From an optimization exercise on the open Yosys and OpenROAD flow, aimed at small area and a short achievable clock period; shortcuts taken in it are not production practice.
Where RTL was checked, it was by simulation tests only, not by an equivalence proof against the original.
No functional check of the RTL was part of runs 4 and 5.
Power and IR drop assume default switching activity.

## design/flow/flow/downsize.tcl

```tcl
# Area recovery before floorplanning: every combinational cell of the synthesized netlist is
# set to the smallest cell of its own family (same logic function, e.g. a22oi_2 -> a22oi_1).
# Flip-flops and tie cells are left as synthesis made them. Timing repair later sizes up
# the cells that need it.
set results $::env(RESULTS)
read_db $results/1_synth.odb
set db [ord::get_db]
set block [ord::get_db_block]

proc family {name} {
    if {[regexp {^(sky130_fd_sc_hd__[a-z0-9]+)_([0-9]+)$} $name -> base drive]} {
        return $base
    }
    return ""
}

set skip {df edf sdf sedf dl conb tap fill decap lpflow probe clkdly dlygate}
array set best {}
array set best_area {}
foreach lib [$db getLibs] {
    foreach m [$lib getMasters] {
        set n [$m getName]
        set fam [family $n]
        if {$fam eq ""} { continue }
        set a [expr {double([$m getWidth]) * [$m getHeight]}]
        if {![info exists best($fam)] || $a < $best_area($fam)} {
            set best($fam) $m
            set best_area($fam) $a
        }
    }
}

set swapped 0
set kept 0
foreach inst [$block getInsts] {
    set m [$inst getMaster]
    set n [$m getName]
    set fam [family $n]
    if {$fam eq ""} { incr kept; continue }
    set short [string range $fam 17 end]
    set hit 0
    foreach s $skip {
        if {[string match "${s}*" $short]} { set hit 1; break }
    }
    if {$hit} { incr kept; continue }
    # the last gates of the load-data path to retire_value keep drive strength 2
    set keep 0
    foreach it [$inst getITerms] {
        if {[$it isOutputSignal] && [$it getNet] ne "NULL"} {
            set nn [[$it getNet] getName]
            foreach pat {ld_n* wb* retire_value* u_rs?_rd.bit_*.lo_n u_rs?_rd.bit_*.hi_n a\[* b\[*} {
                if {[string match $pat $nn]} { set keep 1 }
            }
        }
    }
    if {$keep} {
        set m2 [$db findMaster "${fam}_2"]
        if {$m2 ne "NULL"} { $inst swapMaster $m2; incr swapped }
        continue
    }
    set a [expr {double([$m getWidth]) * [$m getHeight]}]
    if {$best_area($fam) < $a} {
        $inst swapMaster $best($fam)
        incr swapped
    }
}
puts "downsize: swapped $swapped instances, kept $kept"
write_db $results/1_synth.odb
```

## design/flow/standard.sh

```bash
#!/bin/bash
# synth_recipe.tcl (not shown) runs the flow's synth.tcl, then flattens the netlist and writes it again
# the make line also repeats each setting of config.mk as NAME=value (left out here)
make -C /OpenROAD-flow-scripts/flow DESIGN_CONFIG=/design/flow/config.mk WORK_HOME=/design/flow/orfs CLKGATE_MAP_FILE= SYNTH_SCRIPT=/design/flow/synth_recipe.tcl "${@:-finish}"
```

## design/flow/constraint.sdc

```tcl
create_clock -name core_clock -period 13.0 [get_ports {clk}]
set_input_delay 2.6000 -clock core_clock [delete_from_list [all_inputs] [get_ports {clk}]]
set_output_delay 2.6000 -clock core_clock [all_outputs]
set_load 0.01 [all_outputs]
```

## design/flow/flow/io.tcl

```tcl
# Keep run next to the outputs that follow it combinationally.
set_io_pin_constraint -group -order -pin_names {prog_ready retire_valid run retire_we}
```

## design/flow/design.v

```verilog
module c_a22oi (input logic a1, a2, b1, b2, output logic y);
    assign y = ~((a1 & a2) | (b1 & b2));
endmodule
module c_nand4 (input logic a, b, c, d, output logic y);
    assign y = ~(a & b & c & d);
endmodule
module c_nand3 (input logic a, b, c, output logic y);
    assign y = ~(a & b & c);
endmodule
module c_nand2 (input logic a, b, output logic y);
    assign y = ~(a & b);
endmodule
module c_nor2 (input logic a, b, output logic y);
    assign y = ~(a | b);
endmodule
module c_inv (input logic a, output logic y);
    assign y = ~a;
endmodule
module c_mux2i (input logic a, b, s, output logic y);
    assign y = ~(s ? b : a);
endmodule
module c_inv_o (input logic a, output logic y);
    assign y = ~a;
endmodule
module c_and2_o (input logic a, b, output logic y);
    assign y = a & b;
endmodule
module c_nand2_o (input logic a, b, output logic y);
    assign y = ~(a & b);
endmodule
module c_a22o (input logic a1, a2, b1, b2, output logic y);
    assign y = (a1 & a2) | (b1 & b2);
endmodule
module c_a21o (input logic a1, a2, b1, output logic y);
    assign y = (a1 & a2) | b1;
endmodule
module c_a222oi (input logic a1, a2, b1, b2, c1, c2, output logic y);
    assign y = ~((a1 & a2) | (b1 & b2) | (c1 & c2));
endmodule
module c_nor3 (input logic a, b, c, output logic y);
    assign y = ~(a | b | c);
endmodule
module c_or3 (input logic a, b, c, output logic y);
    assign y = a | b | c;
endmodule
module c_and2 (input logic a, b, output logic y);
    assign y = a & b;
endmodule
module c_xor2 (input logic a, b, output logic y);
    assign y = a ^ b;
endmodule
module c_pgpre (input logic x, y, output logic g, p);
    c_and2 u_g (.a(x), .b(y), .y(g));
    c_xor2 u_p (.a(x), .b(y), .y(p));
endmodule
module c_pgcomb (input logic gh, ph, gl, pl, output logic g, p);
    assign g = gh | (ph & gl);
    assign p = ph & pl;
endmodule
module c_pgcomb_n (input logic gh, ph, gl, pl, output logic g, p);
    assign g = ~(gh | (ph & gl));
    assign p = ~(ph & pl);
endmodule
module c_pgcomb_p (input logic gh, ph, gl, pl, output logic g, p);
    assign g = ~(gh & (ph | gl));
    assign p = ~(ph | pl);
endmodule
module c_pginv (input logic gi, pi, output logic g, p);
    assign g = ~gi;
    assign p = ~pi;
endmodule
module rdport_half (
    input  logic [31:0]   sel,
    input  logic [1023:0] words,
    output logic [31:0]   lo_n,
    output logic [31:0]   hi_n
);
    genvar j, m;
    generate
        for (j = 0; j < 32; j++) begin : bit_
            logic [15:0] t1;
            logic [3:0]  t2;
            for (m = 0; m < 16; m++) begin : t1_
                c_a22oi u (.a1(sel[2*m]), .a2(words[32*(2*m) + j]),
                           .b1(sel[2*m+1]), .b2(words[32*(2*m+1) + j]), .y(t1[m]));
            end
            for (m = 0; m < 4; m++) begin : t2_
                c_nand4 u (.a(t1[4*m]), .b(t1[4*m+1]), .c(t1[4*m+2]), .d(t1[4*m+3]), .y(t2[m]));
            end
            c_nor2 u_lo (.a(t2[0]), .b(t2[1]), .y(lo_n[j]));
            c_nor2 u_hi (.a(t2[2]), .b(t2[3]), .y(hi_n[j]));
        end
    endgenerate
endmodule
module rdport_f (
    input  logic [31:0]   sel,
    input  logic [1023:0] words,
    output logic [31:0]   q
);
    logic [31:0] lo_n, hi_n;
    rdport_half u_h (.sel(sel), .words(words), .lo_n(lo_n), .hi_n(hi_n));
    genvar j;
    generate
        for (j = 0; j < 32; j++) begin : bit_
            c_nand2 u (.a(lo_n[j]), .b(hi_n[j]), .y(q[j]));
        end
    endgenerate
endmodule
module rdport_s (
    input  logic [31:0]   sel,
    input  logic [1023:0] words,
    output logic [31:0]   q
);
    genvar j, m;
    generate
        for (j = 0; j < 32; j++) begin : bit_
            logic [10:0] t1;
            logic [2:0]  t2;
            for (m = 0; m < 10; m++) begin : t1_
                c_a222oi u (.a1(sel[3*m]), .a2(words[32*(3*m) + j]),
                            .b1(sel[3*m+1]), .b2(words[32*(3*m+1) + j]),
                            .c1(sel[3*m+2]), .c2(words[32*(3*m+2) + j]), .y(t1[m]));
            end
            c_a22oi u_last (.a1(sel[30]), .a2(words[32*30 + j]),
                            .b1(sel[31]), .b2(words[32*31 + j]), .y(t1[10]));
            c_nand4 u_n0 (.a(t1[0]), .b(t1[1]), .c(t1[2]), .d(t1[3]), .y(t2[0]));
            c_nand4 u_n1 (.a(t1[4]), .b(t1[5]), .c(t1[6]), .d(t1[7]), .y(t2[1]));
            c_nand3 u_n2 (.a(t1[8]), .b(t1[9]), .c(t1[10]), .y(t2[2]));
            c_or3   u_o  (.a(t2[0]), .b(t2[1]), .c(t2[2]), .y(q[j]));
        end
    endgenerate
endmodule
module rdport_r (
    input  logic [31:0]   sel,
    input  logic [1023:0] words,
    output logic [31:0]   q
);
    genvar j, m;
    generate
        for (j = 0; j < 32; j++) begin : bit_
            logic [15:0] t1;
            logic [3:0]  t2;
            logic        lo_n, hi_n;
            c_nand2 u_first (.a(sel[1]), .b(words[32 + j]), .y(t1[0]));
            for (m = 1; m < 16; m++) begin : t1_
                c_a22oi u (.a1(sel[2*m]), .a2(words[32*(2*m) + j]),
                           .b1(sel[2*m+1]), .b2(words[32*(2*m+1) + j]), .y(t1[m]));
            end
            for (m = 0; m < 4; m++) begin : t2_
                c_nand4 u (.a(t1[4*m]), .b(t1[4*m+1]), .c(t1[4*m+2]), .d(t1[4*m+3]), .y(t2[m]));
            end
            c_nor2  u_lo (.a(t2[0]), .b(t2[1]), .y(lo_n));
            c_nor2  u_hi (.a(t2[2]), .b(t2[3]), .y(hi_n));
            c_nand2 u_q  (.a(lo_n), .b(hi_n), .y(q[j]));
        end
    endgenerate
endmodule
module rdport_d (
    input  logic [31:0]   sel,
    input  logic [1023:0] words,
    output logic [31:0]   q_n
);
    genvar j, m;
    generate
        for (j = 0; j < 32; j++) begin : bit_
            logic [10:0] t1;
            logic [2:0]  t2;
            for (m = 0; m < 10; m++) begin : t1_
                c_a222oi u (.a1(sel[3*m]), .a2(words[32*(3*m) + j]),
                            .b1(sel[3*m+1]), .b2(words[32*(3*m+1) + j]),
                            .c1(sel[3*m+2]), .c2(words[32*(3*m+2) + j]), .y(t1[m]));
            end
            c_a22oi u_last (.a1(sel[30]), .a2(words[32*30 + j]),
                            .b1(sel[31]), .b2(words[32*31 + j]), .y(t1[10]));
            c_nand4 u_n0 (.a(t1[0]), .b(t1[1]), .c(t1[2]), .d(t1[3]), .y(t2[0]));
            c_nand4 u_n1 (.a(t1[4]), .b(t1[5]), .c(t1[6]), .d(t1[7]), .y(t2[1]));
            c_nand3 u_n2 (.a(t1[8]), .b(t1[9]), .c(t1[10]), .y(t2[2]));
            c_nor3  u_o  (.a(t2[0]), .b(t2[1]), .c(t2[2]), .y(q_n[j]));
        end
    endgenerate
endmodule
module rdport_rx (
    input  logic [31:0]   sel,
    input  logic [1023:0] words,
    input  logic [31:0]   x_n,
    output logic [31:0]   q
);
    genvar j, m;
    generate
        for (j = 0; j < 32; j++) begin : bit_
            logic [15:0] t1;
            logic [3:0]  t2;
            logic        lo_n, hi_n;
            c_nand2 u_first (.a(sel[1]), .b(words[32 + j]), .y(t1[0]));
            for (m = 1; m < 16; m++) begin : t1_
                c_a22oi u (.a1(sel[2*m]), .a2(words[32*(2*m) + j]),
                           .b1(sel[2*m+1]), .b2(words[32*(2*m+1) + j]), .y(t1[m]));
            end
            for (m = 0; m < 4; m++) begin : t2_
                c_nand4 u (.a(t1[4*m]), .b(t1[4*m+1]), .c(t1[4*m+2]), .d(t1[4*m+3]), .y(t2[m]));
            end
            c_nor2  u_lo (.a(t2[0]), .b(t2[1]), .y(lo_n));
            c_nor2  u_hi (.a(t2[2]), .b(t2[3]), .y(hi_n));
            c_nand3 u_q  (.a(lo_n), .b(hi_n), .c(x_n[j]), .y(q[j]));
        end
    endgenerate
endmodule
module addn #(
    parameter int w      = 32,
    parameter int levels = 5
) (
    input  logic [w-1:0] x,
    input  logic [w-1:0] y,
    input  logic         cin,
    output logic [w-1:0] s
);
    logic [w-1:0] g0, p0;
    logic [w-1:0] g [levels+1];
    logic [w-1:0] p [levels+1];
    genvar i, k;
    generate
        for (i = 0; i < w; i++) begin : pre
            c_pgpre u (.x(x[i]), .y(y[i]), .g(g0[i]), .p(p0[i]));
        end
        c_pgcomb u_cin (.gh(g0[0]), .ph(p0[0]), .gl(cin), .pl(1'b0), .g(g[0][0]), .p(p[0][0]));
        assign g[0][w-1:1] = g0[w-1:1];
        assign p[0][w-1:1] = p0[w-1:1];
        for (k = 0; k < levels; k++) begin : lv
            for (i = 0; i < w; i++) begin : b
                if (i >= (1 << k)) begin : c
                    if (k % 2 == 0) begin : n
                        c_pgcomb_n u (.gh(g[k][i]), .ph(p[k][i]), .gl(g[k][i-(1<<k)]),
                                      .pl(p[k][i-(1<<k)]), .g(g[k+1][i]), .p(p[k+1][i]));
                    end else begin : t
                        c_pgcomb_p u (.gh(g[k][i]), .ph(p[k][i]), .gl(g[k][i-(1<<k)]),
                                      .pl(p[k][i-(1<<k)]), .g(g[k+1][i]), .p(p[k+1][i]));
                    end
                end else begin : wire_
                    c_pginv u (.gi(g[k][i]), .pi(p[k][i]), .g(g[k+1][i]), .p(p[k+1][i]));
                end
            end
        end
    endgenerate
    assign s = p0 ^ ~{g[levels][w-2:0], ~cin};
endmodule
module shift32 (
    input  logic [31:0] a,
    input  logic [4:0]  sh,
    input  logic        left,
    input  logic        fill,
    output logic [31:0] y
);
    logic [31:0] v [6];
    genvar i, k;
    generate
        for (i = 0; i < 32; i++) begin : rv0
            c_mux2i u (.a(a[i]), .b(a[31-i]), .s(left), .y(v[0][i]));
        end
        for (k = 1; k <= 5; k++) begin : lv
            for (i = 0; i < 32; i++) begin : b
                if (i + (1 << (k-1)) < 32) begin : in_
                    c_mux2i u (.a(v[k-1][i]), .b(v[k-1][i + (1 << (k-1))]), .s(sh[k-1]),
                               .y(v[k][i]));
                end else begin : fl
                    c_mux2i u (.a(v[k-1][i]), .b((k % 2 == 1) ? ~fill : fill), .s(sh[k-1]),
                               .y(v[k][i]));
                end
            end
        end
        assign y = v[5];
    endgenerate
endmodule
module cpu_top (
    input  logic        clk,
    input  logic        reset,
    input  logic        run,
    input  logic        prog_valid,
    input  logic [15:0] prog_addr,
    input  logic [31:0] prog_word,
    output logic        prog_ready,
    output logic        retire_valid,
    output logic [31:0] retire_pc,
    output logic [31:0] retire_instr,
    output logic        retire_we,
    output logic [4:0]  retire_rd,
    output logic [31:0] retire_value
);
    localparam logic [6:0] op_reg   = 7'b0110011;
    localparam logic [6:0] op_imm   = 7'b0010011;
    localparam logic [6:0] op_lui   = 7'b0110111;
    localparam logic [6:0] op_load  = 7'b0000011;
    localparam logic [6:0] op_store = 7'b0100011;
    logic [31:0] imem [32];
    logic [31:0] dmem [32];
    logic [31:0] regs [1:31];
    logic [4:0]  pc;
    logic [31:0] ir;
    logic [31:0] sum_q, oth_q, dsel_q;
    logic        a31_q, b31_q;
    logic        st_q, wr_q, legal_q;
    logic        s_sum_q, s_oth_q, s_rev_q, s_slt_q;
    logic [1023:0] imem_flat, regs_flat, dmem_flat;
    always_comb begin
        for (int i = 0; i < 32; i++) begin
            imem_flat[32*i +: 32] = imem[i];
            dmem_flat[32*i +: 32] = dmem[i];
            regs_flat[32*i +: 32] = (i == 0) ? 32'b0 : regs[i];
        end
    end
    logic [4:0]  rd;
    logic        wen;
    logic        slt;
    logic [31:0] wb;
    assign rd  = ir[11:7];
    assign wen = run && wr_q;
    assign slt = (a31_q == b31_q) ? a31_q : sum_q[31];
    logic [31:0] ld_n, oth_n, oth_rev;
    rdport_d u_dmem_rd (.sel(dsel_q), .words(dmem_flat), .q_n(ld_n));
    always_comb begin
        for (int i = 0; i < 32; i++)
            oth_rev[i] = oth_q[31-i];
    end
    assign oth_n = ~(({32{s_sum_q}} & sum_q) | ({32{s_oth_q}} & oth_q)
                     | ({32{s_rev_q}} & oth_rev) | {31'b0, s_slt_q & slt});
    genvar gj;
    generate
        for (gj = 0; gj < 32; gj++) begin : wb_
            c_nand2   u (.a(ld_n[gj]), .b(oth_n[gj]), .y(wb[gj]));
            c_nand2_o o (.a(ld_n[gj]), .b(oth_n[gj]), .y(retire_value[gj]));
        end
    endgenerate
    always_ff @(posedge clk) begin
        for (int i = 1; i < 32; i++) begin
            if (reset || (wen && rd == 5'(i)))
                regs[i] <= wb & {32{!reset}};
        end
    end
    always_ff @(posedge clk) begin
        for (int i = 0; i < 32; i++) begin
            if (run && st_q && dsel_q[i])
                dmem[i] <= oth_q;
        end
    end
    c_inv_o  u_ready (.a(run), .y(prog_ready));
    c_and2_o u_valid (.a(run), .b(legal_q), .y(retire_valid));
    c_and2_o u_we    (.a(run), .b(wr_q), .y(retire_we));
    assign retire_pc    = {25'b0, pc, 2'b00};
    assign retire_instr = ir;
    assign retire_rd    = rd;
    logic        iw;
    logic        hit;       
    logic        upd;       
    logic [4:0]  pc_inc;
    logic [31:0] pc2_sel;
    logic [31:0] imem_pc2;
    logic [31:0] nir;       
    logic [31:0] nir_n;
    logic [31:0] nx;        
    assign iw     = prog_valid && !run && prog_addr[15:5] == 11'd0;
    assign hit    = iw && (reset ? prog_addr[4:0] == 5'd0 : prog_addr[4:0] == pc);
    assign upd    = run || hit || reset;
    assign pc_inc = pc + 5'd1;
    always_comb begin
        for (int i = 0; i < 32; i++)
            pc2_sel[i] = pc + 5'd2 == 5'(i);
    end
    rdport_s u_imem_rd (.sel(pc2_sel), .words(imem_flat), .q(imem_pc2));
    always_comb begin
        if (run)
            nir_n = imem_pc2;
        else if (iw && prog_addr[4:0] == (reset ? 5'd1 : pc_inc))
            nir_n = prog_word;
        else if (reset)
            nir_n = imem[1];
        else
            nir_n = nir;
    end
    always_ff @(posedge clk) begin
        nir <= nir_n;
    end
    logic        use0;
    assign use0 = reset && !(prog_valid && prog_addr == 16'd0);
    always_comb begin
        if (run)       nx = nir;
        else if (use0) nx = imem[0];
        else           nx = prog_word;
    end
    always_ff @(posedge clk) begin
        if (iw)
            imem[prog_addr[4:0]] <= prog_word;
    end
    always_ff @(posedge clk) begin
        if (reset)
            pc <= '0;
        else if (run)
            pc <= pc_inc;
    end
    logic [6:0]  nop;
    logic [2:0]  nf3;
    logic        nalt, nalu, n_legal, n_wr, n_ld, n_st;
    assign nop     = nx[6:0];
    assign nf3     = nx[14:12];
    assign nalt    = nx[31:25] == 7'b0100000;
    assign nalu    = nop == op_reg || nop == op_imm;
    assign n_ld    = nop == op_load && nf3 == 3'b010;
    assign n_st    = nop == op_store && nf3 == 3'b010;
    assign n_legal = (nop == op_reg && (nalt || nx[31:25] == 7'b0) && nf3 != 3'b011)
                   || (nop == op_imm && nf3 != 3'b011) || nop == op_lui || n_ld || n_st;
    assign n_wr    = n_legal && !n_st && nx[11:7] != 5'd0;
    function automatic logic [35:0] opctl(input logic [31:0] w);
        logic [6:0]  o;
        logic [2:0]  f;
        logic        al, alu;
        logic [31:0] im;
        o   = w[6:0];
        f   = w[14:12];
        al  = w[31:25] == 7'b0100000;
        alu = o == op_reg || o == op_imm;
        if (o == op_store)
            im = {{20{w[31]}}, w[31:25], w[11:7]};
        else if (o == op_lui)
            im = {w[31:12], 12'b0};
        else
            im = {{20{w[31]}}, w[31:20]};
        opctl = {!w[5] || w[2],
                 (w[5] && f == 3'b000 && al) || f == 3'b010,
                 f == 3'b001,
                 al && f != 3'b001,
                 im};
    endfunction
    logic [35:0] ctl_run, ctl_0, ctl_pw, ctl;
    logic        use_imm, inv, left, sra;
    logic [31:0] imm;
    assign ctl_run = opctl(nir);
    assign ctl_0   = opctl(imem[0]);
    assign ctl_pw  = opctl(prog_word);
    assign ctl     = run ? ctl_run : use0 ? ctl_0 : ctl_pw;
    assign {use_imm, inv, left, sra, imm} = ctl;
    logic [31:0] sel1, sel2;
    logic [31:0] a, b, bx;
    logic        nrr;
    logic        uimm_run, uimm_pw;
    logic        f1, f2;
    logic [31:0] x1_n, x2_n;
    assign nrr      = !run && !reset;
    assign uimm_run = ctl_run[35];
    assign uimm_pw  = ctl_pw[35];
    logic [31:0] dn1, dn2, dp1, dp2, kill;
    always_comb begin
        dn1  = '0;
        dn2  = '0;
        dp1  = '0;
        dp2  = '0;
        kill = '0;
        for (int i = 1; i < 32; i++) begin
            kill[i] = wr_q && rd == 5'(i);
            dn1[i]  = nir[19:15] == 5'(i) && !kill[i];
            dn2[i]  = nir[24:20] == 5'(i) && !kill[i] && !uimm_run;
            dp1[i]  = prog_word[19:15] == 5'(i);
            dp2[i]  = prog_word[24:20] == 5'(i) && !uimm_pw;
        end
    end
    genvar gs;
    generate
        assign sel1[0] = 1'b0;
        assign sel2[0] = 1'b0;
        for (gs = 1; gs < 32; gs++) begin : sel_
            c_a22o u1 (.a1(run), .a2(dn1[gs]), .b1(nrr), .b2(dp1[gs]), .y(sel1[gs]));
            c_a22o u2 (.a1(run), .a2(dn2[gs]), .b1(nrr), .b2(dp2[gs]), .y(sel2[gs]));
        end
    endgenerate
    assign f1   = run && wr_q && rd == nir[19:15];
    assign f2   = run && wr_q && rd == nir[24:20] && !uimm_run;
    assign x1_n = ~({32{f1}} & wb);
    assign x2_n = ~(({32{f2}} & wb) | ({32{use_imm}} & imm));
    rdport_rx u_rs1_rd (.sel(sel1), .words(regs_flat), .x_n(x1_n), .q(a));
    rdport_rx u_rs2_rd (.sel(sel2), .words(regs_flat), .x_n(x2_n), .q(b));
    genvar go;
    generate
        for (go = 0; go < 32; go++) begin : op_
            c_xor2 ux (.a(b[go]), .b(inv), .y(bx[go]));
        end
    endgenerate
    logic [31:0] sum_n, sh_n, lg_n, oth_d;
    logic [4:0]  shamt;
    logic        fill;
    assign shamt = b[4:0];
    assign fill  = sra && a[31];
    addn    u_add (.x(a), .y(bx), .cin(inv), .s(sum_n));
    shift32 u_sh  (.a(a), .sh(shamt), .left(left), .fill(fill), .y(sh_n));
    assign oth_d = (nalu && nf3[1:0] == 2'b01) ? sh_n : lg_n;
    always_comb begin
        case (nf3)
            3'b100:  lg_n = a ^ b;
            3'b110:  lg_n = a | b;
            default: lg_n = a & b;
        endcase
        if (nop == op_lui)   lg_n = imm;
        if (nop == op_store) lg_n = b;
    end
    logic [6:0]  ls_sum;
    logic [3:0]  dlo;
    logic [7:0]  dhi;
    logic [31:0] dsel_n;
    addn #(.w(7), .levels(3)) u_ls (.x(a[6:0]), .y(imm[6:0]), .cin(1'b0), .s(ls_sum));
    always_comb begin
        for (int i = 0; i < 4; i++)
            dlo[i] = ls_sum[3:2] == 2'(i);
        for (int i = 0; i < 8; i++)
            dhi[i] = ls_sum[6:4] == 3'(i) && (n_ld || n_st);
        for (int i = 0; i < 32; i++)
            dsel_n[i] = dlo[i % 4] && dhi[i / 4];
    end
    always_ff @(posedge clk) begin
        if (upd) begin
            ir      <= nx;
            sum_q   <= sum_n;
            oth_q   <= oth_d;
            a31_q   <= a[31];
            b31_q   <= bx[31];
            dsel_q  <= dsel_n;
            st_q    <= n_st;
            wr_q    <= n_wr;
            legal_q <= n_legal;
            s_sum_q <= nalu && nf3 == 3'b000;
            s_slt_q <= nalu && nf3 == 3'b010;
            s_rev_q <= nalu && nf3 == 3'b001;
            s_oth_q <= (nalu && nf3 != 3'b000 && nf3 != 3'b010 && nf3 != 3'b001) || nop == op_lui
                     || nop == op_store;
        end
    end
endmodule
```

## design/flow/flow/run.sh

```bash
#!/bin/bash
# Own layout flow: the standard synthesis, then every combinational cell set to its
# smallest size, then the standard ORFS layout with timing repair aimed well below the clock
# period, small clock-tree buffers and plain port buffers.
set -euo pipefail
R=orfs/results/$FLOW_PLATFORM/cpu_top/base
KNOBS=(
  "SETUP_SLACK_MARGIN=7.5"
  "TNS_END_PERCENT=10"
  "CTS_BUF_LIST=sky130_fd_sc_hd__clkbuf_16"
  "CTS_CLUSTER_SIZE=24"
  "CTS_CLUSTER_DIAMETER=80"
  "PRE_IO_PLACEMENT_TCL=$PWD/flow/io.tcl"
  "BUFFER_PORTS_ARGS=-buffer_cell sky130_fd_sc_hd__buf_2"
)
bash standard.sh synth > log_synth.txt 2>&1
RESULTS=$R openroad -no_init -exit flow/downsize.tcl > log_downsize.txt 2>&1
touch $R/1_synth.sdc
bash standard.sh "${KNOBS[@]}" finish > log_layout.txt 2>&1
```

## design/flow/config.mk

```make
export PLATFORM = sky130hd
export DESIGN_NAME = cpu_top
export DESIGN_NICKNAME = cpu_top
export VERILOG_FILES = /design/flow/design.v
export SDC_FILE = /design/flow/constraint.sdc
export NUM_CORES = 8
export LEC_CHECK = 0
export CAP_MARGIN = 20
export CORE_MARGIN = 2
export CORE_UTILIZATION = 40
export SETUP_SLACK_MARGIN = 1.0
export SLEW_MARGIN = 20
export SYNTH_HIERARCHICAL = 1
```

==> results.yml, run 1 <==
floorplan:
  fp.coreArea_sq_um: 323000
  chipHeight_microns: 573
  placement_row_count: 209
  initial_utilization: 0.401
  chipWidth_microns: 573
  top_level_pins: 156
  design.die.area_sq_um: 329000
clock_tree:
  cts-htree-levels: 4
  cts_tree: "done"
  cts_buffer_depth: 4
  cts.sinks: 3214
  clock-root-buffer: "sky130_fd_sc_hd__clkbuf_16"
  clock_latency_ns: 0.94
  path_clk_slew_ns: 0.09
  cts-buffers-inserted: 168
  post_cts_hold_buffer_count: 0
critical_path:
  worst-endpoint-arrival_ns: 6.64
  cp-startpoint: "prog_word[5]"
  critical-path-top-delay-family: "simple AND/OR/NAND/NOR gates"
  critPathKind: "input pin to register"
  r2r-start: "ir[10]"
  worst-endpoint-required_ns: 13.63
  worstRegToRegCells: 17
  cp_slowest_cell: "sky130_fd_sc_hd__a2111oi_0"
  crit_path_cell_trace: "buf_12 > buf_12 > nor3b_4 > buf_12 > nand3_4 > buf_12 > nor2_4 > a22o_4 > buf_16 > a22oi_1 > nand4_1 > nor2_2 > nand3_2 > inv_1 > ha_1 > mux2i_1 > o21ai_0 > a2111oi_0 > nor2_1"
  setup.worst_path.start_class: "input pin"
  critical_path.endpoint: "oth_q[24]"
  crit_path_frequent_cell: "sky130_fd_sc_hd__buf_12"
  cpPeakStageDelay_ns: 0.75
  r2r_end: "oth_q[18]"
  worst-path-max-fanout: 8
  worst-path-buf-inv: 6
  critical_path.endpoint_type: "register"
  worstSetupPathDepth: 19
  setup.reg_to_reg.worst_slack_ns: 7.12
layout:
  finalNonFillerCells: 13141
  syn2layout_area_growth_pct: 16.8
  final_layout_size_suffix_gt1_frac: 0.200
  fin_nets: 8871
  layout.core_utilization: 0.468
grt:
  groute.usage.overall: 0.274
  grt_pass1_vias: 82888
  grt_overflow_total: 0
  wire_length_of_the_first_global_routing_pass_microns: 648000
  grt_max_degree: 77
  antenna_found_initial: 25
run_status:
  outcome: "no timing/DRC/antenna violations"
synthesis:
  syn_inst: 8017
  netlist_area_before_placement_sq_um: 130000
  yosys_warnings: 21
  synth.avg_cell_area_sq_um: 16.2
route:
  drcViolationCount: 0
  ant_nets: 0
  initialDrtViolationCount: 16539
  route.vias.total: 89104
  total_wire_length_after_detailed_routing_microns: 471000
  detail_route.wl_per_cell_microns: 35.8
  viasPerCell: 6.78
  drtPass1Iterations: 10
place:
  placement.io_buffers: 128
  detailedPlace.worstSlack_ns: 3.68
  dpl.hpwl_microns: 285000
  place_inst: 12623
  gp_congestion: 0.983
timing:
  min_period_ns: 6.01
  final-setup-viol-count: 0
  final-max-slew-violation-count: 0
  worst_slew_pin_slew_ns: 1.17
  postLayoutSetupSlackWorst_ns: 6.99
  grt_setup_unrepaired: "true"
  final.hold.worst_slack_ns: 0.644
  period_share: 0.462
  slew_headroom: 0.220
  count_of_endpoints_failing_hold_in_the_final_timing_report: 0
  max_freq_mhz: 166
  timing.clock.skew_ns: 0.0765
hold_path:
  hold_class: "register to register"
job:
  cap_viol_max_count: 0
pwr:
  vdd_ir_drop_max_uv: 108
  power_density_nw_per_um2: 144
  p_leak_nw: 48.1
[per-stage QoR]
stage	power (W)	cell area, sq um	setup TNS, ns
5_1_grt	0.0224	151000	0
6_report	0.0219	151000	0
2_1_floorplan	0.0139	130000	-673.95
4_1_cts	0.0216	150000	0
3_3_place_gp	0.0152	138000	0
3_5_place_dp	0.0153	139000	0
[worst min-delay path, stage by stage, from the launching register on]
cell	delay, ns
sky130_fd_sc_hd__edfxtp_1	0.35
sky130_fd_sc_hd__mux2i_1	0.06
sky130_fd_sc_hd__o21ai_0	0.13
[final cells by class]
cell class              instances  area, sq um
flip-flops and latches       3214        96500
clock inverters                53          699
repair buffers                693         7100
clock buffers                 169         4230
repair inverters                1         5.00
well taps                    4325         5410
multi-input cells            4538        37000
inverters                     134          517
diodes                         14         35.0
fillers                     27485       172000
[how the worst min path moves through the flow]
stage,slack [ns],endpoint,cells after the start,startpoint
after floorplan,0.56,ir[8],2,nir[8]
after global placement,0.63,nir[14],2,imem[1][14]
after detailed placement,0.63,nir[21],2,imem[1][21]
after CTS,0.65,nir[21],2,imem[1][21]
after global routing,0.70,nir[31],2,imem[1][31]
final,0.64,nir[21],2,imem[1][21]
[state kept, by name, indices dropped and copies added (netlist names), 5 cells and up]
name,flops
regs,992
imem,1024
nir,32
dmem,1024
oth_q,32
pc,5
dsel_q,32
sum_q,32
ir,32
[layer usage]
layer  routed length (microns)  GRT usage  up-vias
li1                          -          -    35764
met1                    176000      0.373    45685
met2                    209000      0.417     6571
met3                     57200     0.0595     1072
met4                     28600      0.131       12
met5                        69          0        -
[power breakdown]
group          internal [W]  leakage [nW]  switching (W)  total (W)
combinational       0.00121          15.6        0.00242    0.00363
sequential           0.0120          30.1       0.000340     0.0124
clock               0.00255          2.41        0.00333    0.00588
total                0.0158          48.1        0.00609     0.0219
[what timing repair did]
action	in CTS	in global routing
cloned	37	8
setup buffers	173	50
pin swaps	227	74
gates resized for setup	921	131
setup endpoints to repair	451	137
[placed cells by master (no fill, tap or decap), types with 43 or more instances in the layout]
cell type                   instances
sky130_fd_sc_hd__a21oi_1           84
sky130_fd_sc_hd__a21oi_2           43
sky130_fd_sc_hd__a222oi_1         672
sky130_fd_sc_hd__a22oi_1         1029
sky130_fd_sc_hd__and2_1            74
sky130_fd_sc_hd__buf_12            55
sky130_fd_sc_hd__buf_2            108
sky130_fd_sc_hd__buf_4            387
sky130_fd_sc_hd__buf_6             63
sky130_fd_sc_hd__clkbuf_16        176
sky130_fd_sc_hd__edfxtp_1        3209
sky130_fd_sc_hd__ha_1              69
sky130_fd_sc_hd__inv_1            127
sky130_fd_sc_hd__mux2i_1          228
sky130_fd_sc_hd__nand2_1          267
sky130_fd_sc_hd__nand2_2           87
sky130_fd_sc_hd__nand3_1          108
sky130_fd_sc_hd__nand3_4           61
sky130_fd_sc_hd__nand4_1          392
sky130_fd_sc_hd__nor2_1           228
sky130_fd_sc_hd__nor2_2            74
sky130_fd_sc_hd__nor2_4           140
sky130_fd_sc_hd__nor3_1            76
sky130_fd_sc_hd__o21ai_0          115
sky130_fd_sc_hd__or3_1             47
sky130_fd_sc_hd__xnor2_1           48
sky130_fd_sc_hd__xor2_2            48
==> inputs of run 2 (changes only) <==
--- a/design/flow/flow/downsize.tcl
+++ b/design/flow/flow/downsize.tcl
@@ -50,3 +50,3 @@
             set nn [[$it getNet] getName]
-            foreach pat {ld_n* wb* retire_value* u_rs?_rd.bit_*.lo_n u_rs?_rd.bit_*.hi_n a\[* b\[*} {
+            foreach pat {ld_n* wb* retire_value* u_rs?_rd.bit_*.t2* u_rs?_rd.bit_*.lo_n u_rs?_rd.bit_*.hi_n a\[* b\[*} {
                 if {[string match $pat $nn]} { set keep 1 }
==> results.yml, run 2 <==
run_status:
  outcome: "no timing/DRC/antenna violations"
pwr:
  vdd_ir_drop_max_uv: 101
  p_seq_frac: 0.552
  swShare: 0.284
  p_comb_frac: 0.178
  power_density_nw_per_um2: 144
  total_switching_power_w: 0.00631
  p_leak_nw: 48.5
  power_report.internal_total_w: 0.0159
  power_frac_clock: 0.270
  report.power.total_w: 0.0222
route:
  ant_nets: 0
  total_wire_length_after_detailed_routing_microns: 487000
  initialDrtViolationCount: 16318
  route.vias.total: 89643
  drtPass1Iterations: 10
  viasPerCell: 6.77
  detail_route.wl_per_cell_microns: 36.8
  drcViolationCount: 0
timing:
  grt_setup_unrepaired: "true"
  count_of_endpoints_failing_hold_in_the_final_timing_report: 0
  final-max-slew-violation-count: 0
  max_freq_mhz: 167
  slew_headroom: 0.232
  timing.clock.skew_ns: 0.116
  min_period_ns: 5.99
  period_share: 0.461
  final-setup-viol-count: 0
  worst_slew_pin_slew_ns: 1.15
clock_tree:
  cts_buffer_depth: 4
  clock-root-buffer: "sky130_fd_sc_hd__clkbuf_16"
  clock_latency_ns: 0.96
  cts.sinks: 3214
  cts-htree-levels: 4
  post_cts_hold_buffer_count: 0
  cts_tree: "done"
  path_clk_slew_ns: 0.09
  cts-buffers-inserted: 172
place:
  gp_congestion: 0.965
  placement.io_buffers: 128
  place_inst: 12665
  dpl.hpwl_microns: 290000
floorplan:
  top_level_pins: 156
  placement_row_count: 210
  design.die.area_sq_um: 333000
  chipWidth_microns: 577
  fp.coreArea_sq_um: 327000
  chipHeight_microns: 577
  initial_utilization: 0.402
layout:
  finalNonFillerCells: 13238
  commonest_non_fill_non_tap_cells_in_the_layout: "sky130_fd_sc_hd__edfxtp_1, sky130_fd_sc_hd__a22oi_1, sky130_fd_sc_hd__a222oi_1, sky130_fd_sc_hd__buf_4, sky130_fd_sc_hd__nand2_1"
  fill_cells: 27661
  most_common_cell_after_layout_fill_and_taps_aside: "sky130_fd_sc_hd__edfxtp_1"
  fin_nets: 8935
  syn2layout_area_growth_pct: 17.4
  final_layout_size_suffix_gt1_frac: 0.240
grt:
  antenna_found_initial: 29
  grt_overflow_total: 0
  groute.layer.met2.usage: 0.428
  grt.met1_usage: 0.379
  groute.usage.overall: 0.280
  globalRoute.busiestLayer: "met2"
  wire_length_of_the_first_global_routing_pass_microns: 659000
  grt_util_met3: 0.0643
  grt_max_degree: 99
  grt_pass1_vias: 83464
critical_path:
  setup.reg_to_reg.worst_slack_ns: 7.37
  cp_slowest_cell: "sky130_fd_sc_hd__buf_6"
  worst-endpoint-arrival_ns: 6.68
  r2r_end: "oth_q[24]"
  r2r-start: "ir[11]"
  critical_path.endpoint_type: "register"
  worstRegToRegCells: 19
  crit_path_cell_trace: "buf_16 > buf_8 > nor2_4 > buf_6 > a22o_1 > buf_6 > a22oi_1 > nand4_2 > nor2_4 > nand3_4 > buf_6 > mux2i_2 > mux2i_1 > mux2i_1 > mux2i_1 > mux2i_1 > o22ai_1 > nor2_1"
  setup.worst_path.start_class: "input pin"
  critPathKind: "input pin to register"
  crit_path_frequent_cell: "sky130_fd_sc_hd__mux2i_1"
  worst-endpoint-required_ns: 13.69
  cpPeakStageDelay_ns: 0.48
  worst-path-max-fanout: 35
hold_path:
  min_delay_worst_endpoint: "nir[2]"
  hold_depth: 2
  hold_class: "register to register"
  hold_start: "imem[1][2]"
synthesis:
  syn_inst: 8017
  netlist_area_before_placement_sq_um: 131000
  synth.avg_cell_area_sq_um: 16.4
  yosys_warnings: 21
job:
  cap_viol_max_count: 0
==> run 2: layer usage <==
metal,share of wire,vias up
li1,-,35962
met1,0.38,46277
met2,0.44,6364
met3,0.12,1038
met4,0.059,2
met5,0.000025,-
==> run 2: power groups by stage <==
stage               sequential (W)  combinational [W]  clock, W
finish                      0.0123            0.00395   0.00599
detailed placement          0.0125            0.00292         0
CTS                         0.0122            0.00354   0.00604
global route                0.0123            0.00407   0.00638
floorplan                   0.0125            0.00143         0
global placement            0.0125            0.00289         0
==> run 2: stage by stage <==
step,setup TNS (ns),setup slack [ns],area [sq um],hold WS (ns),utilization
floorplan,-673.95,-4.92,132000,0.561,-
global placement,0,4.18,140000,0.619,0.429
detailed placement,0,4.24,140000,0.628,0.429
CTS,0,7.10,152000,0.646,0.465
global route,0,6.98,154000,0.712,0.471
finish,0,7.01,154000,0.646,0.471
==> run 2: cell type report <==
type,instances,area [sq um],area share
flip-flops and latches,3214,96500,0.626
multi-input cells,4542,39300,0.255
repair buffers,749,7220,0.0468
well taps,4346,5440,0.0353
clock buffers,178,4450,0.0289
clock inverters,63,714,0.00464
inverters,134,514,0.00334
diodes,11,27.5,0.000179
repair inverters,1,5.00,0.0000325
==> run 2: repair_timing <==
item	CTS	global route
gates resized for setup	866	269
setup endpoints to repair	192	139
setup buffers	206	70
gates cloned	27	16
pin swaps	223	66
hold endpoints to repair	0	0
==> run 2: how the worst max path moves through the flow <==
stage                             from               end  slack (ns)  depth (start not counted)
after global placement           reset         sum_q[29]        4.18                         17
after detailed placement         reset         sum_q[31]        4.24                         17
after CTS                   dsel_q[23]  retire_value[12]        7.10                          7
after floorplan           prog_addr[5]             a31_q       -4.92                          3
final                              run         oth_q[24]        7.01                         18
after global routing        dsel_q[23]  retire_value[24]        6.98                          8
==> run 2: worst max-delay path: cells and delay by family <==
| kind | cells | cell delay (ns) |
|---|---|---|
| and+or+nand+nor | 5 | 1.01 |
| muxes | 5 | 1.13 |
| buffers and inverters | 5 | 1.28 |
| AOI/OAI and AO/OA | 3 | 0.52 |
==> inputs of run 3 (changes only) <==
--- a/design/flow/flow/run.sh
+++ b/design/flow/flow/run.sh
@@ -10,4 +10,4 @@
   "CTS_BUF_LIST=sky130_fd_sc_hd__clkbuf_16"
-  "CTS_CLUSTER_SIZE=24"
-  "CTS_CLUSTER_DIAMETER=80"
+  "CTS_CLUSTER_SIZE=28"
+  "CTS_CLUSTER_DIAMETER=90"
   "PRE_IO_PLACEMENT_TCL=$PWD/flow/io.tcl"
==> results.yml, run 3 <==
run_status:
  outcome: "no timing/DRC/antenna violations"
floorplan:
  chipWidth_microns: 577
  top_level_pins: 156
  initial_utilization: 0.402
  fp.coreArea_sq_um: 327000
  design.die.area_sq_um: 333000
  placement_row_count: 210
  chipHeight_microns: 577
route:
  drtPass1Iterations: 8
  initialDrtViolationCount: 16201
  route.vias.total: 89076
  detail_route.wl_per_cell_microns: 36.7
  drcViolationCount: 0
  total_wire_length_after_detailed_routing_microns: 484000
  viasPerCell: 6.76
  ant_nets: 0
pwr:
  p_leak_nw: 48.0
  vdd_ir_drop_max_uv: 101
  power_density_nw_per_um2: 143
grt:
  grt_pass1_vias: 83066
  wire_length_of_the_first_global_routing_pass_microns: 656000
  grt_max_degree: 99
  groute.usage.overall: 0.278
  grt_overflow_total: 0
  antenna_found_initial: 36
hold_path:
  hold_class: "register to register"
clock_tree:
  path_clk_slew_ns: 0.10
  cts-buffers-inserted: 153
  cts-htree-levels: 4
  cts.sinks: 3214
  clock-root-buffer: "sky130_fd_sc_hd__clkbuf_16"
  post_cts_hold_buffer_count: 0
  clock_latency_ns: 0.94
  cts_tree: "done"
  cts_buffer_depth: 4
timing:
  period_share: 0.456
  count_of_endpoints_failing_hold_in_the_final_timing_report: 0
  final-setup-viol-count: 0
  timing.clock.skew_ns: 0.0983
  postLayoutSetupSlackWorst_ns: 7.07
  worst_slew_pin_slew_ns: 1.20
  min_period_ns: 5.93
  slew_headroom: 0.197
  max_freq_mhz: 169
  grt_setup_unrepaired: "true"
  final-max-slew-violation-count: 0
  fin_tns_setup_ns: 0
  final.hold.worst_slack_ns: 0.647
critical_path:
  worst-endpoint-arrival_ns: 6.60
  critical_path.endpoint_type: "register"
  worst-endpoint-required_ns: 13.67
  worst-path-max-fanout: 36
  critPathKind: "input pin to register"
  setup.worst_path.start_class: "input pin"
place:
  detailedPlace.worstSlack_ns: 4.24
  placement.io_buffers: 128
  dpl.hpwl_microns: 290000
  gp_congestion: 0.965
layout:
  fin_nets: 8897
  syn2layout_area_growth_pct: 16.7
  most_common_cell_after_layout_fill_and_taps_aside: "sky130_fd_sc_hd__edfxtp_1"
  commonest_non_fill_non_tap_cells_in_the_layout: "sky130_fd_sc_hd__edfxtp_1, sky130_fd_sc_hd__a22oi_1, sky130_fd_sc_hd__a222oi_1, sky130_fd_sc_hd__buf_4, sky130_fd_sc_hd__nand2_1"
  final_layout_size_suffix_gt1_frac: 0.234
synthesis:
  yosys_warnings: 21
  netlist_area_before_placement_sq_um: 131000
  synth.avg_cell_area_sq_um: 16.4
  syn_inst: 8017
job:
  cap_viol_max_count: 0
==> run 3: cell type report <==
type | count | area, sq um
fill | 27745 | 174000
sequential | 3214 | 96500
multi-input combinational | 4542 | 39100
timing repair buffer | 730 | 6930
tap | 4346 | 5440
clock buffer | 157 | 3930
clock inverter | 51 | 721
inverter | 134 | 514
antenna | 11 | 27.5
timing repair inverter | 1 | 5.00
==> run 3: critical path, cell delays in order <==
cell and delay (ns):
sky130_fd_sc_hd__buf_16 0.15, sky130_fd_sc_hd__buf_4 0.20, sky130_fd_sc_hd__nor2_4 0.09, sky130_fd_sc_hd__clkbuf_16 0.21, sky130_fd_sc_hd__a22o_1 0.24, sky130_fd_sc_hd__buf_4 0.20
sky130_fd_sc_hd__buf_8 0.22, sky130_fd_sc_hd__a22oi_1 0.25, sky130_fd_sc_hd__nand4_2 0.10, sky130_fd_sc_hd__nor2_2 0.40, sky130_fd_sc_hd__nand3_4 0.28, sky130_fd_sc_hd__mux2i_1 0.31
sky130_fd_sc_hd__mux2i_1 0.16, sky130_fd_sc_hd__mux2i_2 0.32, sky130_fd_sc_hd__mux2i_1 0.16, sky130_fd_sc_hd__mux2i_1 0.21, sky130_fd_sc_hd__mux2i_2 0.18, sky130_fd_sc_hd__nor2_1 0.16
sky130_fd_sc_hd__a21oi_1 0.06
==> run 3: per-layer routing <==
layer,track usage,part of all wire,wire [microns]
met1,0.379,0.38,183000
met4,0.132,0.058,28000
met5,0,0.000081,39
met3,0.0575,0.12,56600
met2,0.428,0.45,216000
==> run 3: worst paths after layout <==
path	startpoint	endpoint	slack (ns)	cells past startpoint
setup / recovery	run	oth_q[8]	7.07	19
hold / removal	imem[1][10]	nir[10]	0.65	2
setup reg to reg	ir[11]	oth_q[8]	7.31	18
hold reg to reg	imem[1][10]	nir[10]	0.65	2
==> run 3: through the flow <==
step	power, W	utilization	std cells	area, sq um
CTS	0.0215	0.462	13081	151000
floorplan	0.0140	-	8044	132000
finish	0.0219	0.469	13186	153000
detailed placement	0.0154	0.429	12665	140000
global placement	0.0154	0.429	12663	140000
global route	0.0224	0.469	13178	153000
==> run 3: power breakdown <==
part           total [W]  internal, W  switching, W
combinational    0.00393      0.00126       0.00267
sequential        0.0123       0.0120      0.000230
clock            0.00567      0.00233       0.00334
==> run 3: repair_timing <==
| item | 4_1_cts | 5_1_grt |
|---|---|---|
| resized for setup | 817 | 279 |
| cloned | 26 | 12 |
| setup buffers | 182 | 80 |
| pin swaps | 197 | 90 |
| endpoints found under the setup margin | 198 | 129 |
==> inputs of run 4 (changes only) <==
--- a/design/flow/design.v
+++ b/design/flow/design.v
@@ -48,2 +48,5 @@
 endmodule
+module c_or2 (input logic a, b, output logic y);
+    assign y = a | b;
+endmodule
 module c_xor2 (input logic a, b, output logic y);
@@ -483,3 +486,3 @@
     endgenerate
-    logic [31:0] sum_n, sh_n, lg_n, oth_d;
+    logic [31:0] sum_n, sh_n, oth_d;
     logic [4:0]  shamt;
@@ -490,12 +493,23 @@
     shift32 u_sh  (.a(a), .sh(shamt), .left(left), .fill(fill), .y(sh_n));
-    assign oth_d = (nalu && nf3[1:0] == 2'b01) ? sh_n : lg_n;
-    always_comb begin
-        case (nf3)
-            3'b100:  lg_n = a ^ b;
-            3'b110:  lg_n = a | b;
-            default: lg_n = a & b;
-        endcase
-        if (nop == op_lui)   lg_n = imm;
-        if (nop == op_store) lg_n = b;
-    end
+    logic s_x, s_o, s_a, s_sh, s_lu, s_st;
+    logic [31:0] xo, oo, ao;
+    assign s_x  = nalu && nf3 == 3'b100;
+    assign s_o  = nalu && nf3 == 3'b110;
+    assign s_a  = nalu && nf3 == 3'b111;
+    assign s_sh = nalu && nf3[1:0] == 2'b01;
+    assign s_lu = nop == op_lui;
+    assign s_st = nop == op_store;
+    genvar gl;
+    generate
+        for (gl = 0; gl < 32; gl++) begin : lg_
+            logic t1, t2;
+            c_xor2   ux (.a(a[gl]), .b(b[gl]), .y(xo[gl]));
+            c_or2    uo (.a(a[gl]), .b(b[gl]), .y(oo[gl]));
+            c_and2   ua (.a(a[gl]), .b(b[gl]), .y(ao[gl]));
+            c_a222oi u1 (.a1(s_x), .a2(xo[gl]), .b1(s_o), .b2(oo[gl]), .c1(s_a), .c2(ao[gl]), .y(t1));
+            c_a222oi u2 (.a1(s_sh), .a2(sh_n[gl]), .b1(s_lu), .b2(imm[gl]), .c1(s_st), .c2(b[gl]),
+                         .y(t2));
+            c_nand2  un (.a(t1), .b(t2), .y(oth_d[gl]));
+        end
+    endgenerate
     logic [6:0]  ls_sum;
--- a/design/flow/flow/run.sh
+++ b/design/flow/flow/run.sh
@@ -10,4 +10,4 @@
   "CTS_BUF_LIST=sky130_fd_sc_hd__clkbuf_16"
-  "CTS_CLUSTER_SIZE=28"
-  "CTS_CLUSTER_DIAMETER=90"
+  "CTS_CLUSTER_SIZE=24"
+  "CTS_CLUSTER_DIAMETER=80"
   "PRE_IO_PLACEMENT_TCL=$PWD/flow/io.tcl"
==> results.yml, run 4 <==
timing:
  final-max-slew-violation-count: 0
  timing.clock.skew_ns: 0.0899
  max_freq_mhz: 165
  min_period_ns: 6.07
  postLayoutSetupSlackWorst_ns: 6.93
  period_share: 0.467
  worst_slew_pin_slew_ns: 1.28
  count_of_endpoints_failing_hold_in_the_final_timing_report: 0
  final.hold.worst_slack_ns: 0.638
  grt_setup_unrepaired: "true"
  slew_headroom: 0.140
  final-setup-viol-count: 0
job:
  cap_viol_max_count: 0
grt:
  grt_pass1_vias: 84493
  groute.usage.overall: 0.288
  grt_max_degree: 138
  grt_overflow_total: 0
  antenna_found_initial: 36
  wire_length_of_the_first_global_routing_pass_microns: 675000
pwr:
  report.power.total_w: 0.0218
  p_leak_nw: 49.0
  vdd_ir_drop_max_uv: 108
  power_density_nw_per_um2: 141
critical_path:
  setup.reg_to_reg.worst_slack_ns: 7.01
  critPathKind: "input pin to register"
  setup.worst_path.start_class: "input pin"
  worst-path-max-fanout: 32
  worst-endpoint-required_ns: 13.64
  critical_path.endpoint_type: "register"
  worst-endpoint-arrival_ns: 6.72
  worstRegToRegCells: 21
route:
  total_wire_length_after_detailed_routing_microns: 495000
  ant_nets: 0
  route.vias.total: 90062
  drtPass1Iterations: 12
  initialDrtViolationCount: 16368
  detail_route.wl_per_cell_microns: 37.6
  drcViolationCount: 0
  viasPerCell: 6.84
place:
  gp_congestion: 0.955
  postPlaceCellArea_sq_um: 140000
  dpl.hpwl_microns: 286000
  placement.io_buffers: 128
  detailedPlace.worstSlack_ns: 4.07
clock_tree:
  cts-buffers-inserted: 174
  cts.sinks: 3214
  clock-root-buffer: "sky130_fd_sc_hd__clkbuf_16"
  cts_tree: "done"
  cts-htree-levels: 4
  cts_buffer_depth: 4
  clock_latency_ns: 0.95
  path_clk_slew_ns: 0.09
layout:
  layout.core_utilization: 0.476
  multiInputGateArea_sq_um: 39400
  fill_cells: 27263
  most_common_cell_after_layout_fill_and_taps_aside: "sky130_fd_sc_hd__edfxtp_1"
  syn2layout_area_growth_pct: 18.4
  register_area_sq_um: 96500
  commonest_non_fill_non_tap_cells_in_the_layout: "sky130_fd_sc_hd__edfxtp_1, sky130_fd_sc_hd__a22oi_1, sky130_fd_sc_hd__a222oi_1, sky130_fd_sc_hd__buf_4, sky130_fd_sc_hd__nand2_1"
  final_layout_size_suffix_gt1_frac: 0.261
  fin_nets: 8813
  final_cell_area_sq_um: 155000
synthesis:
  netlist_area_before_placement_sq_um: 131000
  syn_inst: 7853
  synth.avg_cell_area_sq_um: 16.6
  yosys_warnings: 21
floorplan:
  initial_utilization: 0.402
  top_level_pins: 156
  fp.coreArea_sq_um: 325000
  chipHeight_microns: 575
  chipWidth_microns: 575
  design.die.area_sq_um: 331000
  placement_row_count: 209
run_status:
  outcome: "no timing/DRC/antenna violations"
hold_path:
  hold_depth: 2
  hold_class: "register to register"
run 4: stage by stage:
stage	setup TNS (ns)	instances
after global placement	0	12461
final	0	13167
after detailed placement	0	12463
after CTS	0	13113
after floorplan	-682.03	7880
after global routing	0	13149
run 4: critical path, cell delays in order:
cell and delay [ns]:
sky130_fd_sc_hd__buf_2 0.16, sky130_fd_sc_hd__buf_12 0.19, sky130_fd_sc_hd__nand3b_1 0.28, sky130_fd_sc_hd__nor2_1 0.13, sky130_fd_sc_hd__a22o_2 0.24, sky130_fd_sc_hd__buf_6 0.21, sky130_fd_sc_hd__a22oi_1 0.27, sky130_fd_sc_hd__nand4_2 0.17
sky130_fd_sc_hd__nor2_2 0.23, sky130_fd_sc_hd__nand3_4 0.23, sky130_fd_sc_hd__mux2i_2 0.36, sky130_fd_sc_hd__mux2i_1 0.18, sky130_fd_sc_hd__mux2i_2 0.25, sky130_fd_sc_hd__mux2i_1 0.15, sky130_fd_sc_hd__mux2i_1 0.28, sky130_fd_sc_hd__mux2i_2 0.17
sky130_fd_sc_hd__a222oi_1 0.39, sky130_fd_sc_hd__nand2_1 0.10
run 4: what timing repair did:
action,4_1_cts,5_1_grt
resized for setup,953,84
setup endpoints to repair,341,185
hold buffers,0,0
pin swaps,261,43
gates cloned,56,2
buffers inserted,351,27
run 4: power by group:
part / switching (W) / internal [W] / leakage (nW)
Sequential: 0.000208 / 0.0118 / 30.3
Combinational: 0.00243 / 0.00127 / 16.1
Clock: 0.00345 / 0.00265 / 2.61
Total: 0.00610 / 0.0157 / 49.0
run 4: worst paths after layout:
| path | start | endpoint |
|---|---|---|
| max | prog_word[16] | oth_q[8] |
| min reg2reg | imem[1][23] | nir[23] |
| min | imem[1][23] | nir[23] |
| max reg2reg | ir[7] | oth_q[15] |
run 4: layout make-up:
type / instances / share of cell area
timing repair inverter: 1 / 0.0000324
clock buffer: 178 / 0.0288
tap: 4325 / 0.0350
timing repair buffer: 830 / 0.0503
clock inverter: 65 / 0.00550
inverter: 57 / 0.00150
multi-input combinational: 4478 / 0.255
antenna: 19 / 0.000308
sequential: 3214 / 0.624
run 4: metal layers:
layer  vias to the layer above  track usage  routed length [microns]
li1                      35935            -                        -
met1                     46477        0.384                   184000
met2                      6473        0.438                   220000
met3                      1151       0.0737                    63000
met4                        26        0.138                    27700
met5                         -      0.00402                      352
==> inputs of run 5 (changes only) <==
--- a/design/flow/flow/run.sh
+++ b/design/flow/flow/run.sh
@@ -12,2 +12,3 @@
   "CTS_CLUSTER_DIAMETER=80"
+  "PLACE_DENSITY=0.72"
   "PRE_IO_PLACEMENT_TCL=$PWD/flow/io.tcl"
==> results.yml, run 5 <==
synthesis:
  netlist_area_before_placement_sq_um: 131000
  yosys_warnings: 21
  synth.avg_cell_area_sq_um: 16.6
  syn_inst: 7853
place:
  postPlaceCellArea_sq_um: 140000
  gp_congestion: 0.972
  placement.io_buffers: 128
  dpl.hpwl_microns: 269000
  place_inst: 12420
run_status:
  outcome: "failed layout checks"
  check.faults: "capacitance limit, slew limit"
layout:
  most_common_cell_after_layout_fill_and_taps_aside: "sky130_fd_sc_hd__edfxtp_1"
  commonest_non_fill_non_tap_cells_in_the_layout: "sky130_fd_sc_hd__edfxtp_1, sky130_fd_sc_hd__a22oi_1, sky130_fd_sc_hd__a222oi_1, sky130_fd_sc_hd__buf_4, sky130_fd_sc_hd__nand2_1"
  final_cell_area_sq_um: 156000
  register_area_sq_um: 96500
  fin_nets: 8872
  finalNonFillerCells: 13208
  final_layout_size_suffix_gt1_frac: 0.270
  syn2layout_area_growth_pct: 19.7
  multiInputGateArea_sq_um: 40700
  fill_cells: 26438
critical_path:
  worst-endpoint-arrival_ns: 6.74
  setup.reg_to_reg.worst_slack_ns: 6.87
  critical_path.endpoint_type: "register"
  cpPeakStageDelay_ns: 1.23
  critPathKind: "register to register"
  setup.worst_path.start_class: "register"
  cp_slowest_cell: "sky130_fd_sc_hd__nor3_1"
  worst-endpoint-required_ns: 13.61
  worst-path-max-fanout: 8
  crit_path_cell_trace: "nand2b_1 > nor2_1 > nand3_1 > nor3_1 > a22o_2 > a22oi_1 > nand4_4 > nor2_4 > nand3_4 > xor2_2 > xor2_2 > buf_4 > nand2_2 > nor2_4 > nand2_2 > o21ai_2 > a21oi_2 > xnor2_1"
timing:
  timing.clock.skew_ns: 0.111
  final-max-slew-violation-count: 9
  max_freq_mhz: 163
  min_period_ns: 6.13
  slew_headroom: -0.383
  period_share: 0.472
  worst_slew_pin_slew_ns: 2.06
  count_of_endpoints_failing_hold_in_the_final_timing_report: 0
  grt_setup_unrepaired: "true"
  final-setup-viol-count: 0
grt:
  grt_max_degree: 107
  grt_overflow_total: 0
  wire_length_of_the_first_global_routing_pass_microns: 656000
  groute.usage.overall: 0.277
  antenna_found_initial: 28
  grt_pass1_vias: 85287
floorplan:
  chipWidth_microns: 575
  design.die.area_sq_um: 331000
  top_level_pins: 156
  chipHeight_microns: 575
  fp.coreArea_sq_um: 325000
  initial_utilization: 0.402
  placement_row_count: 209
route:
  drcViolationCount: 0
  total_wire_length_after_detailed_routing_microns: 491000
  detailroute.wirelength.met2_microns: 214000
  wl_met3_microns: 78800
  route.vias.total: 93148
  viasPerCell: 7.05
  drtPass1Iterations: 17
  topRoutingLayerUsed: "met5"
  ant_nets: 0
  detail_route.wl_per_cell_microns: 37.2
  wirelength_met1_microns: 161000
  initialDrtViolationCount: 19667
clock_tree:
  cts_buffer_depth: 4
  cts-buffers-inserted: 170
  cts_tree: "done"
  cts.sinks: 3214
  path_clk_slew_ns: 0.10
  clock_latency_ns: 0.96
  cts-htree-levels: 4
  clock-root-buffer: "sky130_fd_sc_hd__clkbuf_16"
hold_path:
  hold_class: "register to register"
pwr:
  power_density_nw_per_um2: 138
  p_leak_nw: 49.8
  vdd_ir_drop_max_uv: 107
job:
  cap_viol_max_count: 2
## run 5: cell count changes in the layout (fill, tap and decap cells not counted), sizes merged, moves of 4 or more
| cell | change |
|---|---|
| a22o | +40 |
| clkbuf | +15 |
| clkinv | -13 |
| diode | -11 |
| inv | +8 |
| buf | +4 |
## run 5: final cells by class
| class | instances | area share |
|---|---|---|
| timing repair inverter | 1 | 0.0000320 |
| clock inverter | 58 | 0.00415 |
| sequential | 3214 | 0.617 |
| inverter | 57 | 0.00145 |
| tap | 4325 | 0.0346 |
| timing repair buffer | 852 | 0.0542 |
| clock buffer | 174 | 0.0279 |
| multi-input combinational | 4519 | 0.261 |
| antenna | 8 | 0.000128 |
## run 5: worst paths after layout
check,start,to,depth (start not counted)
worst max-delay path,nir[5],sum_q[30],18
worst min-delay path,imem[1][8],nir[8],2
worst max register to register,nir[5],sum_q[30],18
worst min register to register,imem[1][8],nir[8],2
## run 5: worst max-delay path, delay by kind of cell, from the launching register on
kind / cells / cell delay, ns
AOI/OAI and AO/OA: 4 / 1.06
xor gates and xnor gates: 3 / 0.61
DFF: 1 / 0.56
buffers and inverters: 1 / 0.18
and+or+nand+nor: 10 / 3.38
## run 5: where the power goes
part	internal [W]	switching [W]	total, W	leakage (nW)
combinational	0.00125	0.00244	0.00369	17.0
clock	0.00253	0.00335	0.00589	2.48
sequential	0.0118	0.000212	0.0120	30.3
total	0.0156	0.00601	0.0216	49.8
## run 5: metrics by stage
step / utilization / power, W / worst slack (ns) / hold slack, ns / setup TNS [ns]
CTS: 0.469 / 0.0210 / 7.17 / 0.650 / 0
global placement: 0.430 / 0.0147 / 3.99 / 0.624 / 0
floorplan: - / 0.0136 / -4.98 / 0.560 / -682.03
global route: 0.482 / 0.0220 / 7.04 / 0.702 / 0
finish: 0.482 / 0.0216 / 6.87 / 0.654 / 0
detailed placement: 0.430 / 0.0148 / 4.38 / 0.639 / 0
## run 5: repair_timing
| item | CTS | global route |
|---|---|---|
| gates cloned | 82 | 35 |
| endpoints found under the setup margin | 139 | 130 |
| gates resized for setup | 827 | 382 |
| hold buffers | 0 | 0 |
| buffers inserted | 247 | 177 |
| pin swaps | 275 | 194 |
## run 5: metal layers
layer  track usage  vias up
li1              -    36164
met1         0.345    46328
met2         0.421     8716
met3        0.0962     1914
met4         0.155       26
met5             0        -

[port drivers added, routing unchanged]
No port has a modelled driver above. Below, the same layouts with a new extraction and two added sets of constraints.
Step 1 (the two cells are an assumption about what drives the block):
set clk [get_ports {clk}]
set_driving_cell -lib_cell sky130_fd_sc_hd__clkbuf_16 $clk
set_driving_cell -lib_cell sky130_fd_sc_hd__buf_2 [delete_from_list [all_inputs] $clk]
Step 2, shift: input delay + t, output delay - t, t = (earliest + latest rising clock arrival at the registers) / 2. This alone moves slack from input paths to output paths.
a / b / c = ideal ports / drivers / drivers and shift; a / b = the first two.
| run | t (ns) | setup slack, ns | worst slew at a driven data input, ns |
|---|---|---|---|
| run 1 | 1.000 | 6.989 / 6.875 / 5.874 | 0.37 |
| run 2 | 1.004 | 7.009 / 6.726 / 5.865 | 0.42 |
| run 3 | 0.998 | 7.066 / 6.751 / 5.813 | 0.41 |
| run 4 | 1.021 | 6.925 / 6.854 / 5.833 | 0.29 |
| run 5 | 1.015 | 6.870 / 6.844 / 5.829 | 0.32 |
The setup slack of run 3, which loses most, moves by -0.315 ns with the drivers and by -1.253 ns with both steps.
